This design comes from an exercise in tuning for small area on the open sky130 flow, not from production work. Only simulation tests tie the RTL to the original design; equivalence was not proved. Power and IR drop assume default switching activity.

Design data_memory_pipelined, start of the top module:
module data_memory_pipelined #(
    parameter int DATA_WIDTH   = 16,
    parameter int ADDR_WIDTH   = 16,
    parameter int DEPTH        = 256,
    parameter int READ_LATENCY = 1
) (
    input  logic                      clock,
    input  logic                      reset_n,
    input  logic                      ReqValid,
    output logic                      ReqReady,
    input  logic                      MemWrite,
    input  logic                      MemRead,
    input  logic [ADDR_WIDTH-1:0]     Address,
    input  logic [DATA_WIDTH-1:0]     WriteData,
    input  logic [DATA_WIDTH/8-1:0]   ByteEnable,
    output logic [DATA_WIDTH-1:0]     ReadData,
    output logic                      ReadValid,
    output logic                      AccessError
);
For scale: about 7,000 cells after synthesis, roughly 4,100 flip-flops, roughly 58 I/O pins, roughly 140,000 um^2 of cells after synthesis.
Settings: LEC_CHECK=0, CAP_MARGIN=20, CORE_MARGIN=2, CORE_UTILIZATION=60, SLEW_MARGIN=20, SYNTH_HIERARCHICAL=1; clock period 5.0 ns.
run.sh (not shown) runs the stock make flow with config.mk's settings and CLKGATE_MAP_FILE= SYNTH_SCRIPT=/design/flow/synth_recipe.tcl, a recipe that flattens the netlist after the stock synthesis.
The first run finished but fails on setup timing.
Next try:
--- a/flow/config.mk
+++ b/flow/config.mk
@@ -9,3 +9,3 @@
 export CORE_MARGIN = 2
-export CORE_UTILIZATION = 60
+export CORE_UTILIZATION = 40
 export SLEW_MARGIN = 20
The changed run reached the layout checks and failed them: setup timing.
Total power hardly moves.
Routed wire length falls by 1.7%.
Worst hold slack improves by 64 ps.
Synthesized cell count is unchanged.
Combinational power falls by about 2%.
Die area rises by about 50%.


Another version of the RTL of data_memory_pipelined (not shown whole).
clock: 5.0 ns
lec_check: 0
cap_margin: 20
core_margin: 2
core_utilization: 60
cts_buf_list: sky130_fd_sc_hd__clkbuf_8
cts_cluster_diameter: 60
cts_cluster_size: 18
gpl_timing_driven: 0
setup_slack_margin: 0.3
slew_margin: 20
synth_hierarchical: 1
Change:
Settings changed: CAP_MARGIN 20 to 10, CORE_UTILIZATION 60 to 65, SLEW_MARGIN 20 to 10.
Effect:
- power fell by 0.58%
- synthesized cell count is unchanged
- cell count fell by 2.3%
- die area went down by 7.6%
- wire length is lower by 4.6%
- count of clock-buffer cells in the layout falls by 2
- register-to-register slack gets worse by 0.50 ns
- cell area decreases by 0.80%
- synthesized area stays the same
- sequential power is about the same


The RTL this note starts from:
==> flow/design.v <==
package dmem_pkg;
    typedef enum logic {
        ST_CLEAR = 1'b0,
        ST_READY = 1'b1
    } state_t;
    typedef enum logic [1:0] {
        ERR_OK      = 2'd0,
        ERR_RANGE   = 2'd1,
        ERR_BOTH    = 2'd2,
        ERR_NONE_OP = 2'd3
    } err_t;
    function automatic integer bytes_of(input integer data_width);
        bytes_of = data_width / 8;
    endfunction
    function automatic integer index_width(input integer depth);
        index_width = (depth > 1) ? $clog2(depth) : 1;
    endfunction
endpackage
module dmem_read_pipe (
    input  logic [2:0] sel,
    input  logic [2:0] bits,
    output logic       y_n
);
    assign y_n = !(|(sel & bits));
endmodule
module dmem_sel_nor2 (
    input  logic a_n,
    input  logic b_n,
    output logic y
);
    assign y = !(a_n || b_n);
endmodule
module data_memory_pipelined #(
    parameter int DATA_WIDTH   = 16,
    parameter int ADDR_WIDTH   = 16,
    parameter int DEPTH        = 256,
    parameter int READ_LATENCY = 1
) (
    input  logic                      clock,
    input  logic                      reset_n,
    input  logic                      ReqValid,
    output logic                      ReqReady,
    input  logic                      MemWrite,
    input  logic                      MemRead,
    input  logic [ADDR_WIDTH-1:0]     Address,
    input  logic [DATA_WIDTH-1:0]     WriteData,
    input  logic [DATA_WIDTH/8-1:0]   ByteEnable,
    output logic [DATA_WIDTH-1:0]     ReadData,
    output logic                      ReadValid,
    output logic                      AccessError
);
    localparam int BYTES     = dmem_pkg::bytes_of(DATA_WIDTH);
    localparam int LANE_BITS = (BYTES > 1) ? $clog2(BYTES) : 0;
    localparam int IDX_W     = dmem_pkg::index_width(DEPTH);
    localparam int LO_W      = IDX_W / 2;
    localparam int HI_W      = IDX_W - LO_W;
    localparam int NGRP      = DEPTH / 3;
    localparam int NREST     = DEPTH - 3 * NGRP;
    logic                        ready_q;
    logic                        clr;
    logic [ADDR_WIDTH-1:0]       word_addr;
    logic [IDX_W-1:0]            word_idx;
    logic                        in_range;
    logic                        acc;
    logic                        req_err;
    logic                        rd_ok;
    logic [(1<<HI_W)-1:0]        hi_sel;
    logic [(1<<LO_W)-1:0]        lo_sel;
    logic [DEPTH-1:0]            word_sel;
    logic [BYTES-1:0]            hi_wr [1<<HI_W];
    logic [(1<<LO_W)-1:0]        lo_wr;
    logic [BYTES-1:0]            word_we [DEPTH];
    logic [BYTES-1:0]            lane_we;
    logic [DATA_WIDTH-1:0]       wdata;
    logic [DEPTH*DATA_WIDTH-1:0] mem_q;
    logic [DEPTH-1:0]            col [DATA_WIDTH];
    logic [DATA_WIDTH-1:0]       rd_lo;
    logic [DATA_WIDTH-1:0]       rd_hi;
    logic [DATA_WIDTH-1:0]       rd_lo_q;
    logic [DATA_WIDTH-1:0]       rd_hi_q;
    logic                        rd_ok_q;
    logic                        rsp_vld_q;
    logic                        rsp_err_q;
    always_ff @(posedge clock or negedge reset_n) begin
        if (!reset_n) begin
            ready_q <= 1'b0;
        end else begin
            ready_q <= 1'b1;
        end
    end
    assign ReqReady = ready_q;
    assign clr      = !ready_q;
    assign word_addr = Address >> LANE_BITS;
    assign word_idx  = word_addr[IDX_W-1:0];
    assign in_range  = (64'(word_addr) < 64'(DEPTH));
    assign acc       = ReqValid && ready_q;
    assign req_err   = (MemWrite == MemRead) || !in_range;
    assign rd_ok     = in_range && !MemWrite;
    always_comb begin
        for (int i = 0; i < (1 << HI_W); i++) begin
            hi_sel[i] = (word_idx[IDX_W-1:LO_W] == HI_W'(i));
            for (int b = 0; b < BYTES; b++) begin
                hi_wr[i][b] = (clr || hi_sel[i]) && lane_we[b];
            end
        end
        for (int j = 0; j < (1 << LO_W); j++) begin
            lo_sel[j] = (word_idx[LO_W-1:0] == LO_W'(j));
            lo_wr[j]  = clr || lo_sel[j];
        end
    end
    for (genvar w = 0; w < DEPTH; w++) begin : g_dec
        dmem_sel_nor2 u_sel (.a_n(!hi_sel[w >> LO_W]), .b_n(!lo_sel[w % (1 << LO_W)]), .y(word_sel[w]));
        for (genvar b = 0; b < BYTES; b++) begin : g_lane
            dmem_sel_nor2 u_we (.a_n(!hi_wr[w >> LO_W][b]), .b_n(!lo_wr[w % (1 << LO_W)]), .y(word_we[w][b]));
        end
    end
    assign lane_we = clr ? '1 : ({BYTES{acc && MemWrite && !MemRead && in_range}} & ByteEnable);
    assign wdata   = clr ? '0 : WriteData;
    always_ff @(posedge clock) begin
        for (int w = 0; w < DEPTH; w++) begin
            for (int b = 0; b < BYTES; b++) begin
                if (word_we[w][b]) begin
                    mem_q[w*DATA_WIDTH + 8*b +: 8] <= wdata[8*b +: 8];
                end
            end
        end
    end
    always_comb begin
        for (int i = 0; i < DATA_WIDTH; i++) begin
            for (int w = 0; w < DEPTH; w++) begin
                col[i][w] = mem_q[w*DATA_WIDTH + i];
            end
        end
    end
    for (genvar i = 0; i < DATA_WIDTH; i++) begin : g_rd
        logic [NGRP-1:0] grp_n;
        for (genvar g = 0; g < NGRP; g++) begin : g_grp
            dmem_read_pipe u_aoi (.sel(word_sel[3*g +: 3]), .bits(col[i][3*g +: 3]), .y_n(grp_n[g]));
        end
        assign rd_lo[i] = !(&grp_n[NGRP/2-1:0]);
        if (NREST > 0) begin : g_rest
            assign rd_hi[i] = !(&grp_n[NGRP-1:NGRP/2]) || |(word_sel[DEPTH-1 -: NREST] & col[i][DEPTH-1 -: NREST]);
        end else begin : g_norest
            assign rd_hi[i] = !(&grp_n[NGRP-1:NGRP/2]);
        end
    end
    always_ff @(posedge clock or negedge reset_n) begin
        if (!reset_n) begin
            rsp_vld_q <= 1'b0;
            rsp_err_q <= 1'b0;
        end else begin
            rsp_vld_q <= acc && MemRead;
            rsp_err_q <= acc && req_err;
        end
    end
    always_ff @(posedge clock) begin
        rd_lo_q <= rd_lo;
        rd_hi_q <= rd_hi;
        rd_ok_q <= rd_ok;
    end
    assign ReadData    = (rd_lo_q | rd_hi_q) & {DATA_WIDTH{rd_ok_q}};
    assign ReadValid   = rsp_vld_q;
    assign AccessError = rsp_err_q;
endmodule
clock: 5.0 ns
lec_check: 0
cap_margin: 10
core_margin: 2
core_utilization: 70
cts_buf_list: sky130_fd_sc_hd__clkbuf_8
cts_cluster_diameter: 60
cts_cluster_size: 18
gpl_timing_driven: 0
setup_slack_margin: 0.3
slew_margin: 10
synth_hierarchical: 1
The starting point finished but fails on setup timing.
Change:
==> flow/flow/run.sh (new file) <==
#!/bin/bash
# The standard ORFS layout, with plain buffers instead of delay cells on the input and
# output ports. The whole make output goes to standard.log; ORFS keeps each step's log under orfs/logs.
set -euo pipefail
export BUFFER_PORTS_ARGS="-buffer_cell sky130_fd_sc_hd__buf_4"
bash standard.sh finish > standard.log 2>&1
==> flow/standard.sh (new file) <==
#!/bin/bash
# synth_recipe.tcl (not shown) runs the flow's synth.tcl, then flattens the netlist and writes it again
# the make line also repeats each setting of config.mk as NAME=value (left out here)
make -C /OpenROAD-flow-scripts/flow DESIGN_CONFIG=/design/flow/config.mk WORK_HOME=/design/flow/orfs CLKGATE_MAP_FILE= SYNTH_SCRIPT=/design/flow/synth_recipe.tcl "${@:-finish}"
--- a/flow/config.mk
+++ b/flow/config.mk
@@ -8,8 +8,8 @@
 export CAP_MARGIN = 10
 export CORE_MARGIN = 2
-export CORE_UTILIZATION = 70
+export CORE_UTILIZATION = 60
 export CTS_BUF_LIST = sky130_fd_sc_hd__clkbuf_8
 export CTS_CLUSTER_DIAMETER = 60
-export CTS_CLUSTER_SIZE = 18
+export CTS_CLUSTER_SIZE = 17
 export GPL_TIMING_DRIVEN = 0
 export SETUP_SLACK_MARGIN = 0.3
removed: flow/run.sh
This time the run went through all stages and came out clean.
Total power came out higher slightly.
Via count barely changes.
Sequential cell count is unchanged.
Worst setup slack improves by 180 ps.
Register-to-register slack degrades by 230 ps.
Global-route usage came out lower by 3.2 points.
Non-clock buffer count came out higher by 17.
Wire length came out higher by a little under a tenth.

[afterwards: timing with drivers on the ports]
The flow's constraints put no driver on any port. The routed layouts listed below were extracted and timed again, unchanged, in two steps. Step 1 (the two cells are an assumption about what drives the block):
set clk [get_ports {clock}]
set_driving_cell -lib_cell sky130_fd_sc_hd__clkbuf_16 $clk
set_driving_cell -lib_cell sky130_fd_sc_hd__buf_2 [delete_from_list [all_inputs] $clk]
Step 2, shift: input delay + t, output delay - t, t = (earliest + latest rising clock arrival at the registers) / 2. This alone moves slack from input paths to output paths. Slacks: ideal / step 1 / step 2; pairs: ideal / step 1.
| run | shift t [ns] | setup WS [ns] | worst setup path after step 2 | worst data-port slew with drivers (ns) | cell pins on the clock port's net |
|---|---|---|---|---|---|
| the first run of note 1 | 1.068 | -0.019 / 0.050 / -1.018 | input to register | 0.13 | 1 |
| the second run of note 1 | 1.038 | -0.037 / 0.028 / -1.011 | input to register | 0.14 | 1 |
| the first run of note 2 | 1.167 | 0.203 / 0.230 / -0.937 | input to register | 0.16 | 1 |
| the second run of note 2 | 1.192 | 0.168 / 0.062 / -1.130 | input to register | 0.22 | 1 |
| the first run of note 3 | 1.187 | -0.010 / 0.022 / -1.164 | input to register | 0.16 | 1 |
| the second run of note 3 | 1.188 | 0.171 / 0.202 / -0.986 | input to register | 0.20 | 1 |
Met with ideal ports but missed after step 2: setup timing in the first run of note 2, the second run of note 2 and the second run of note 3. For the second run of note 2, which loses most, drivers alone change the setup slack by -0.106 ns; drivers and shift together by -1.298 ns.
